From an optimization exercise on the open Yosys and OpenROAD flow, aimed at small area and a short achievable clock period; shortcuts taken in it are not production practice.
In this exercise RTL edits were held to simulation tests only and were not proved equivalent to the original.
The clock input has no modelled driver; a real chip could not lean on it and would need a root buffer or a full tree.
Power figures rest on the tool's default switching activity, not on a simulated workload.

Setup of run 1:
==> flow/design.v (excerpt) <==
module signedMultiplier16 (
  input  logic             clk,
  input  logic             rstN,
  input  multPkg::operandT opA,
  input  multPkg::operandT opB,
  input  logic             inValid,
  output multPkg::productT product,
  output logic             outValid
);
==> flow/config.mk <==
export PLATFORM = sky130hd
export DESIGN_NAME = signedMultiplier16
export DESIGN_NICKNAME = signedMultiplier16
export VERILOG_FILES = /design/flow/design.v
export SDC_FILE = /design/flow/constraint.sdc
export NUM_CORES = 4
export LEC_CHECK = 0
export CAP_MARGIN = 20
export CORE_MARGIN = 2
export CORE_UTILIZATION = 65
export PLACE_DENSITY = 0.75
export SLEW_MARGIN = 20
export SYNTH_HIERARCHICAL = 1
export SYNTH_MINIMUM_KEEP_SIZE = 0
==> flow/constraint.sdc <==
create_clock -name core_clock -period 8.8 [get_ports {clk}]
set_input_delay 1.7600 -clock core_clock [delete_from_list [all_inputs] [get_ports {clk}]]
set_output_delay 1.7600 -clock core_clock [all_outputs]
set_load 0.01 [all_outputs]
standard.sh (not shown) runs the stock make flow with config.mk's settings and CLKGATE_MAP_FILE= SYNTH_SCRIPT=/design/flow/synth_recipe.tcl, a recipe that flattens the netlist after the stock synthesis.
==> flow/flow/run.sh <==
#!/bin/bash
# standard synthesis and layout, except:
# - the port buffers are the smallest buffer instead of a delay cell,
# - the clock tree is a balanced two-level tree built by flow/clock_tree.tcl
#   (root buffer, one buffer per k-means cluster of flip-flops) in place of TritonCTS.
set -euo pipefail
export FLOW_CLOCK_TREE="12 sky130_fd_sc_hd__clkbuf_16 sky130_fd_sc_hd__clkbuf_8"
bash standard.sh SETUP_SLACK_MARGIN=6.25 "BUFFER_PORTS_ARGS=-buffer_cell sky130_fd_sc_hd__buf_1" \
  PRE_CTS_TCL=$PWD/flow/clock_tree.tcl finish > flow_make.log 2>&1
==> flow/flow/clock_tree.tcl <==
# Two-level clock tree: the clock port drives one root buffer, which drives one
# buffer per cluster of flip-flops (clusters by k-means on placement).
proc my_clock_tree {nclusters rootcell leafcell} {
  set block [ord::get_db_block]
  set db [ord::get_db]
  set clknet [$block findNet clk]
  set sinks {}
  foreach it [$clknet getITerms] {
    lappend sinks $it
  }
  set pts {}
  foreach it $sinks {
    set b [[$it getInst] getBBox]
    lappend pts [list [expr {([$b xMin] + [$b xMax]) / 2.0}] [expr {([$b yMin] + [$b yMax]) / 2.0}]]
  }
  set n [llength $pts]
  # k-means, seeded by spreading over sorted x then y
  set cent {}
  set sorted [lsort -real -index 0 $pts]
  for {set k 0} {$k < $nclusters} {incr k} {
    lappend cent [lindex $sorted [expr {int(($k + 0.5) * $n / $nclusters)}]]
  }
  for {set iter 0} {$iter < 50} {incr iter} {
    set assign {}
    foreach p $pts {
      set best 0; set bd 1e30
      for {set k 0} {$k < $nclusters} {incr k} {
        set c [lindex $cent $k]
        set d [expr {abs([lindex $p 0] - [lindex $c 0]) + abs([lindex $p 1] - [lindex $c 1])}]
        if {$d < $bd} { set bd $d; set best $k }
      }
      lappend assign $best
    }
    set newc {}
    for {set k 0} {$k < $nclusters} {incr k} {
      set sx 0; set sy 0; set m 0
      foreach p $pts a $assign {
        if {$a == $k} { set sx [expr {$sx + [lindex $p 0]}]; set sy [expr {$sy + [lindex $p 1]}]; incr m }
      }
      if {$m > 0} { lappend newc [list [expr {$sx / $m}] [expr {$sy / $m}]] } else { lappend newc [lindex $cent $k] }
    }
    set cent $newc
  }
  set rmaster [$db findMaster $rootcell]
  set lmaster [$db findMaster $leafcell]
  # root buffer at the centre of the leaf buffers
  set rx 0; set ry 0
  foreach c $cent { set rx [expr {$rx + [lindex $c 0]}]; set ry [expr {$ry + [lindex $c 1]}] }
  set rx [expr {int($rx / $nclusters)}]; set ry [expr {int($ry / $nclusters)}]
  set root [odb::dbInst_create $block $rmaster "clkbuf_root"]
  $root setLocation $rx $ry
  $root setPlacementStatus PLACED
  set rootnet [odb::dbNet_create $block "clknet_root"]
  $rootnet setSigType CLOCK
  foreach it $sinks { $it disconnect }
  [$root findITerm A] connect $clknet
  [$root findITerm X] connect $rootnet
  for {set k 0} {$k < $nclusters} {incr k} {
    set c [lindex $cent $k]
    set leaf [odb::dbInst_create $block $lmaster "clkbuf_leaf_$k"]
    $leaf setLocation [expr {int([lindex $c 0])}] [expr {int([lindex $c 1])}]
    $leaf setPlacementStatus PLACED
    set net [odb::dbNet_create $block "clknet_leaf_$k"]
    $net setSigType CLOCK
    [$leaf findITerm A] connect $rootnet
    [$leaf findITerm X] connect $net
    foreach it $sinks a $assign {
      if {$a == $k} { $it connect $net }
    }
  }
}

# Used as ORFS's PRE_CTS_TCL hook: build the tree here, and leave the CTS step's
# clock_tree_synthesis call nothing to do.
if {[info exists ::env(FLOW_CLOCK_TREE)]} {
  my_clock_tree {*}$::env(FLOW_CLOCK_TREE)
  set_propagated_clock [all_clocks]
  proc clock_tree_synthesis {args} { puts "clock tree built by flow/clock_tree.tcl" }
}
Looking at the reports, run 1 completed the entire flow and the layout it produced met the timing, design-rule and antenna checks.
For run 2, these inputs were changed with respect to run 1:
-- flow/flow/run.sh --
<<< run 1, line 7
export FLOW_CLOCK_TREE="12 sky130_fd_sc_hd__clkbuf_16 sky130_fd_sc_hd__clkbuf_8"
bash standard.sh SETUP_SLACK_MARGIN=6.25 "BUFFER_PORTS_ARGS=-buffer_cell sky130_fd_sc_hd__buf_1" \
>>> run 2, line 7
export FLOW_CLOCK_TREE="8 sky130_fd_sc_hd__clkbuf_16 sky130_fd_sc_hd__clkbuf_16"
bash standard.sh SETUP_SLACK_MARGIN=6.4 "BUFFER_PORTS_ARGS=-buffer_cell sky130_fd_sc_hd__buf_1" \
## What came out
Side by side, proportion of cell area occupied by registers turned out lower in run 2 than in run 1. [run 2] fraction of layout instances using a drive strength above 1 rose 12 points relative to run 1. Routed length on met1 up 4.4% in run 2 wrt run 1. ~same fraction of power spent switching nets in run 1 and run 2. Run 2 ended up with a higher via count than run 1 did. Changes observed in run 2 relative to run 1: largest net degree at the start of global routing increased 40%; non-filler instance count after layout moved up; multi-input combinational cell area increased by 5.6% relative to the old numbers; area of all placed cells without fillers increased 9.4%; die span in y held steady. Run 2 ended with more layout-stage area growth over the synthesis result than run 1.
Edits applied to the flow inputs when going from run 2 to run 3:
-- flow/flow/run.sh --
<<< run 2, line 8
bash standard.sh SETUP_SLACK_MARGIN=6.4 "BUFFER_PORTS_ARGS=-buffer_cell sky130_fd_sc_hd__buf_1" \
>>> run 3, line 8
bash standard.sh SETUP_SLACK_MARGIN=6.3 "BUFFER_PORTS_ARGS=-buffer_cell sky130_fd_sc_hd__buf_1" \
[summary]
Looking only at flip-flop and latch share of the layout cell area, and setting everything else aside, the lower value of run 3 and run 2 goes to run 2.
Run 2 → run 3: power density over the cells shrank by about 2.2%; total design power decreased about 9%.
Modified inputs, run 4 compared to run 3
-- flow/flow/run.sh --
<<< run 3, line 7
export FLOW_CLOCK_TREE="8 sky130_fd_sc_hd__clkbuf_16 sky130_fd_sc_hd__clkbuf_16"
bash standard.sh SETUP_SLACK_MARGIN=6.3 "BUFFER_PORTS_ARGS=-buffer_cell sky130_fd_sc_hd__buf_1" \
>>> run 4, line 7
export FLOW_CLOCK_TREE="12 sky130_fd_sc_hd__clkbuf_16 sky130_fd_sc_hd__clkbuf_8"
bash standard.sh SETUP_SLACK_MARGIN=6.2 "BUFFER_PORTS_ARGS=-buffer_cell sky130_fd_sc_hd__buf_1" \
Results
- Lower power spent charging and discharging nets was reported by run 4, not run 3.
- Per the comparison of run 4 with run 3, worst slack at placement increased by 0.024 ns relative to the old numbers; cell area after placement closely matched the old numbers; power after layout decreased by 4.5% relative to the old numbers.
- Higher final worst-path cycle share among run 3 and run 4: run 3
- Of run 4 and run 3, it is run 4 that has the lower part of the power in the clock network.
- Run 4 against run 3: minimum clock period now smaller, number of buffers inserted to repair setup after CTS now smaller, maximum frequency now larger.
- Comparing run 3 and run 4, the lower met2 track demand over resource in global routing was measured on run 4.
### run 4 -> run 5
- changing SLEW_MARGIN from 20 to 0
- changing CAP_MARGIN from 20 to 0
### Flow results
Share of the core filled with cells came out exactly the same in run 5 and run 4.
There was hardly any difference in number of standard cells after synthesis between run 5 and run 4.
Status: post-layout minimum cycle time parity (run 4, run 5)
Critical path depth: run 4 vs run 5 identical
From run 5 to run 4, xor/xnor cell area share of the yosys netlist did not move at all.
Going from run 4 to run 5, number of primary I/O pins has remained practically unchanged; via-per-instance ratio has remained practically unchanged; cell area has remained practically unchanged.
Changes observed in run 5 relative to run 4: wire length was more or less identical; timing-limited maximum frequency was more or less identical.
Setup changes, run 5 to run 6
- CAP_MARGIN: 0 -> 20
- SLEW_MARGIN: 0 -> 20
-- flow/flow/run.sh --
<<< run 5, line 7
export FLOW_CLOCK_TREE="12 sky130_fd_sc_hd__clkbuf_16 sky130_fd_sc_hd__clkbuf_8"
bash standard.sh SETUP_SLACK_MARGIN=6.2 "BUFFER_PORTS_ARGS=-buffer_cell sky130_fd_sc_hd__buf_1" \
>>> run 6, line 7
export FLOW_CLOCK_TREE="8 sky130_fd_sc_hd__clkbuf_16 sky130_fd_sc_hd__clkbuf_16"
bash standard.sh SETUP_SLACK_MARGIN=6.0 "BUFFER_PORTS_ARGS=-buffer_cell sky130_fd_sc_hd__buf_1" \
Notes after the runs:
- Final worst-path cycle share (higher): run 6
- Run 6 vs. run 5: global-route wire length before repair went down, final wirelength fell by 420 µm, post-DP HPWL saw little to no change, leakage power total went down about 4%.
- Run 6 — critical path depth 4 higher, run 5 as reference
- Run 6 vs. run 5: worst hold slack shows a reduction of 0.0034 ns; worst path setup slack after routing shrank by 0.13 ns; clock network fraction of design power saw an increase.
- Run 5 -> run 6: sequential share of layout area flat
- Transition at the pin with the smallest max-transition slack in run 6 vs run 5: up 0.17 ns
No run of this note takes its clock network from TritonCTS; it comes from the design's own scripts or RTL.


## build 19
Starting RTL as in the previous note.
clock: 8.8 ns
lec_check: 0
cap_margin: 20
core_margin: 2
core_utilization: 65
place_density: 0.75
slew_margin: 20
synth_hierarchical: 1
synth_minimum_keep_size: 0
==> flow/flow/run.sh <==
#!/bin/bash
# standard synthesis and layout, except:
# - the port buffers are the smallest buffer instead of a delay cell,
# - the clock tree is a balanced two-level tree built by flow/clock_tree.tcl
#   (root buffer, one buffer per k-means cluster of flip-flops) in place of TritonCTS.
set -euo pipefail
export FLOW_CLOCK_TREE="8 sky130_fd_sc_hd__clkbuf_16 sky130_fd_sc_hd__clkbuf_16"
bash standard.sh SETUP_SLACK_MARGIN=6.2 "BUFFER_PORTS_ARGS=-buffer_cell sky130_fd_sc_hd__buf_1" \
  PRE_CTS_TCL=$PWD/flow/clock_tree.tcl finish > flow_make.log 2>&1
Scripts as last shown in full above: flow/flow/clock_tree.tcl
Build 19: all stages complete, timing, DRC and antenna checks passed
Modified inputs, build 45 compared to build 19
- swapping 0.75 for 0.85 in PLACE_DENSITY
- swapping 65 for 75 in CORE_UTILIZATION
Build 45 gives more vias per cell than build 19 did. On overall global routing resource usage: build 45 sits above build 19. Compared to build 19, build 45 was floorplanned on a smaller die. Sequential share of cell area, build 19 and build 45: lower on build 19. Measured against each other, build 19 and build 45 differ in final cell utilization of the core, the lower figure coming from build 19. Looking at worst vdd rail ir drop, build 45 sits 0.017 mV higher than build 19 does. Comparing build 45 against build 19, there is no change at all in net count of the mapped netlist. Share of power burned in combinational logic for build 45: 0.3 points up relative to build 19.
Here is what was changed in the inputs of build 9 compared with build 45.
- a change of PLACE_DENSITY from 0.85 to 0.75
- a change of CORE_UTILIZATION from 75 to 65
diff --git a/flow/flow/run.sh b/flow/flow/run.sh
--- a/flow/flow/run.sh
+++ b/flow/flow/run.sh
@@ -8 +8 @@
-bash standard.sh SETUP_SLACK_MARGIN=6.2 "BUFFER_PORTS_ARGS=-buffer_cell sky130_fd_sc_hd__buf_1" \
+bash standard.sh SETUP_SLACK_MARGIN=6.15 "BUFFER_PORTS_ARGS=-buffer_cell sky130_fd_sc_hd__buf_1" \
--- outcome ---
On total power, build 45 loses to build 9. Number of placed cells counting well taps delta for build 9 relative to build 45: 36 higher. From build 45 to build 9 the numbers moved as follows: die area went up; net count after synthesis did not really move. Comparing build 45 and build 9, the lower global-route usage is on build 9. There was hardly any difference in clock-pin slew of the registers on the worst-case setup and hold paths between build 45 and build 9. Count of cell instances traversed by the critical path (higher): build 45. As of build 9, row count had risen by a few percent compared to build 45. Post-route fraction of the period consumed by the critical path: build 9 vs build 45, no meaningful difference. Compared build 9 against build 45; clock skew within noise. Comparing wire length for build 45 and build 9, the smaller number came from build 9.
In every run of this note, the design's own scripts or RTL, not TritonCTS, make the clock network.


Setup of the reference run:
signedMultiplier16, a different RTL version from the one above (not shown whole).
Size in the first run: about 980 cells after synthesis, ~68 I/O pins, ~11,000 sq um of cells after synthesis.
clock: 8.8 ns
lec_check: 0
cap_margin: 20
core_margin: 2
core_utilization: 65
place_density: 0.75
slew_margin: 20
synth_hierarchical: 1
synth_minimum_keep_size: 0
tns_end_percent: 20
==> flow/flow/run.sh <==
#!/bin/bash
# standard synthesis and layout, except:
# - the port buffers are the smallest buffer instead of a delay cell,
# - the clock tree is a balanced two-level tree built by flow/clock_tree.tcl
#   (clk port -> 4 root buffers -> one buffer per k-means cluster of flip-flops)
#   in place of TritonCTS.
set -euo pipefail
export FLOW_CLOCK_TREE="12 4 sky130_fd_sc_hd__clkbuf_8 sky130_fd_sc_hd__clkbuf_8"
bash standard.sh SETUP_SLACK_MARGIN=6.2 "BUFFER_PORTS_ARGS=-buffer_cell sky130_fd_sc_hd__buf_1" \
  PRE_CTS_TCL=$PWD/flow/clock_tree.tcl finish > flow_make.log 2>&1
Other scripts of this flow, unchanged in this note and not shown: flow/flow/clock_tree.tcl
The reference run has completed all stages; timing, DRC and antenna checks passed.
### the reference run -> the trial run
# the reference run
export LEC_CHECK = 0
export CAP_MARGIN = 20
export CORE_MARGIN = 2
export CORE_UTILIZATION = 65
export PLACE_DENSITY = 0.75
export SLEW_MARGIN = 20
export SYNTH_HIERARCHICAL = 1
export SYNTH_MINIMUM_KEEP_SIZE = 0
export TNS_END_PERCENT = 20
create_clock -name core_clock -period 8.8 [get_ports {clk}]
# the trial run
export LEC_CHECK = 0
export CAP_MARGIN = 20
export CORE_MARGIN = 2
export CORE_UTILIZATION = 65
export PLACE_DENSITY = 0.75
export SLEW_MARGIN = 20
export SYNTH_HIERARCHICAL = 1
export SYNTH_MINIMUM_KEEP_SIZE = 0
create_clock -name core_clock -period 8.8 [get_ports {clk}]
diff --git a/flow/flow/run.sh b/flow/flow/run.sh
--- a/flow/flow/run.sh
+++ b/flow/flow/run.sh
@@ -6,5 +6,5 @@
 #   in place of TritonCTS.
 set -euo pipefail
-export FLOW_CLOCK_TREE="12 4 sky130_fd_sc_hd__clkbuf_8 sky130_fd_sc_hd__clkbuf_8"
+export FLOW_CLOCK_TREE="12 4 sky130_fd_sc_hd__buf_8 sky130_fd_sc_hd__buf_8"
 bash standard.sh SETUP_SLACK_MARGIN=6.2 "BUFFER_PORTS_ARGS=-buffer_cell sky130_fd_sc_hd__buf_1" \
   PRE_CTS_TCL=$PWD/flow/clock_tree.tcl finish > flow_make.log 2>&1
==> comparison <==
- From the reference run to the trial run the numbers moved as follows: total routing resource utilization after global routing has increased; ratio of final minimum period to clock period lost 0.64 points.
- From the reference run to the trial run the numbers moved as follows: sequential share of layout area about even, data arrival time of the critical path fell 0.07 ns, met1 routing resource usage after global routing rose 0.25 points, post-cts repair resize count rose 12, final worst hold slack about even.
In every run of this note, the design's own scripts or RTL, not TritonCTS, make the clock network.


signedMultiplier16, a different RTL version from the one above (not shown whole).
For scale: roughly 68 I/O pins.
make LEC_CHECK=0 CAP_MARGIN=20 CORE_MARGIN=2 CORE_UTILIZATION=40 SLEW_MARGIN=20 finish   # period 8.8 ns
run.sh (not shown) runs the stock make flow with config.mk's settings and CLKGATE_MAP_FILE= SYNTH_SCRIPT=/design/flow/synth_recipe.tcl, a recipe that flattens the netlist after the stock synthesis.
Stock flow here: none of the scripts above is used.
The starting point completed without violations.
Rerun with:
Settings changed: CAP_MARGIN 20 to 50, SLEW_MARGIN 20 to 80.
Outcome: Area after synthesis stays the same. Wire length increases by 3.3%. Worst setup slack gains 0.033 ns. Clock-buffer cell count increases by 2. Fmax increases by 0.99%.

## separate check: timing with driven ports
No port has a modelled driver above. Below, the same layouts with a new extraction and two added sets of constraints.
Step 1 assumes that a clkbuf_16 drives the clock port and a buf_2 every other input.
Step 2, shift: input delay + t, output delay - t, t = (earliest + latest rising clock arrival at the registers) / 2. This alone moves slack from input paths to output paths.
Slacks: no drivers / after step 1 / after step 2; pairs: no drivers / after step 1.
run | t (ns) | slack for setup (ns) | hold slack, ns | worst slew at a driven data input, ns
run 1 | 0.410 | 6.222 / 6.177 / 6.241 | 0.433 / 0.433 / 0.433 | 0.04
run 2 | 0.429 | 6.208 / 6.162 / 6.259 | 0.426 / 0.426 / 0.426 | 0.04
run 3 | 0.425 | 6.208 / 6.163 / 6.249 | 0.433 / 0.433 / 0.433 | 0.03
run 4 | 0.413 | 6.222 / 6.177 / 6.244 | 0.433 / 0.433 / 0.433 | 0.04
run 5 | 0.413 | 6.222 / 6.177 / 6.244 | 0.433 / 0.433 / 0.433 | 0.04
run 6 | 0.420 | 6.090 / 6.090 / 6.090 | 0.429 / 0.429 / 0.429 | 0.04
build 19 | 0.423 | 6.208 / 6.164 / 6.215 | 0.429 / 0.429 / 0.429 | 0.04
build 45 | 0.423 | 6.171 / 6.171 / 6.171 | 0.428 / 0.428 / 0.428 | 0.04
build 9 | 0.421 | 6.176 / 6.159 / 6.176 | 0.429 / 0.429 / 0.429 | 0.03
the reference run | 0.351 | 6.183 / 6.183 / 6.183 | 0.427 / 0.427 / 0.427 | 0.03
the trial run | 0.310 | 6.239 / 6.239 / 6.239 | 0.425 / 0.425 / 0.425 | 0.03
the first run of note 4 | 0.465 | 5.411 / 5.411 / 5.411 | 0.431 / 0.431 / 0.431 | 0.03
the second run of note 4 | 0.470 | 5.444 / 5.444 / 5.444 | 0.435 / 0.435 / 0.435 | 0.03
After both steps every run listed still meets setup and hold.
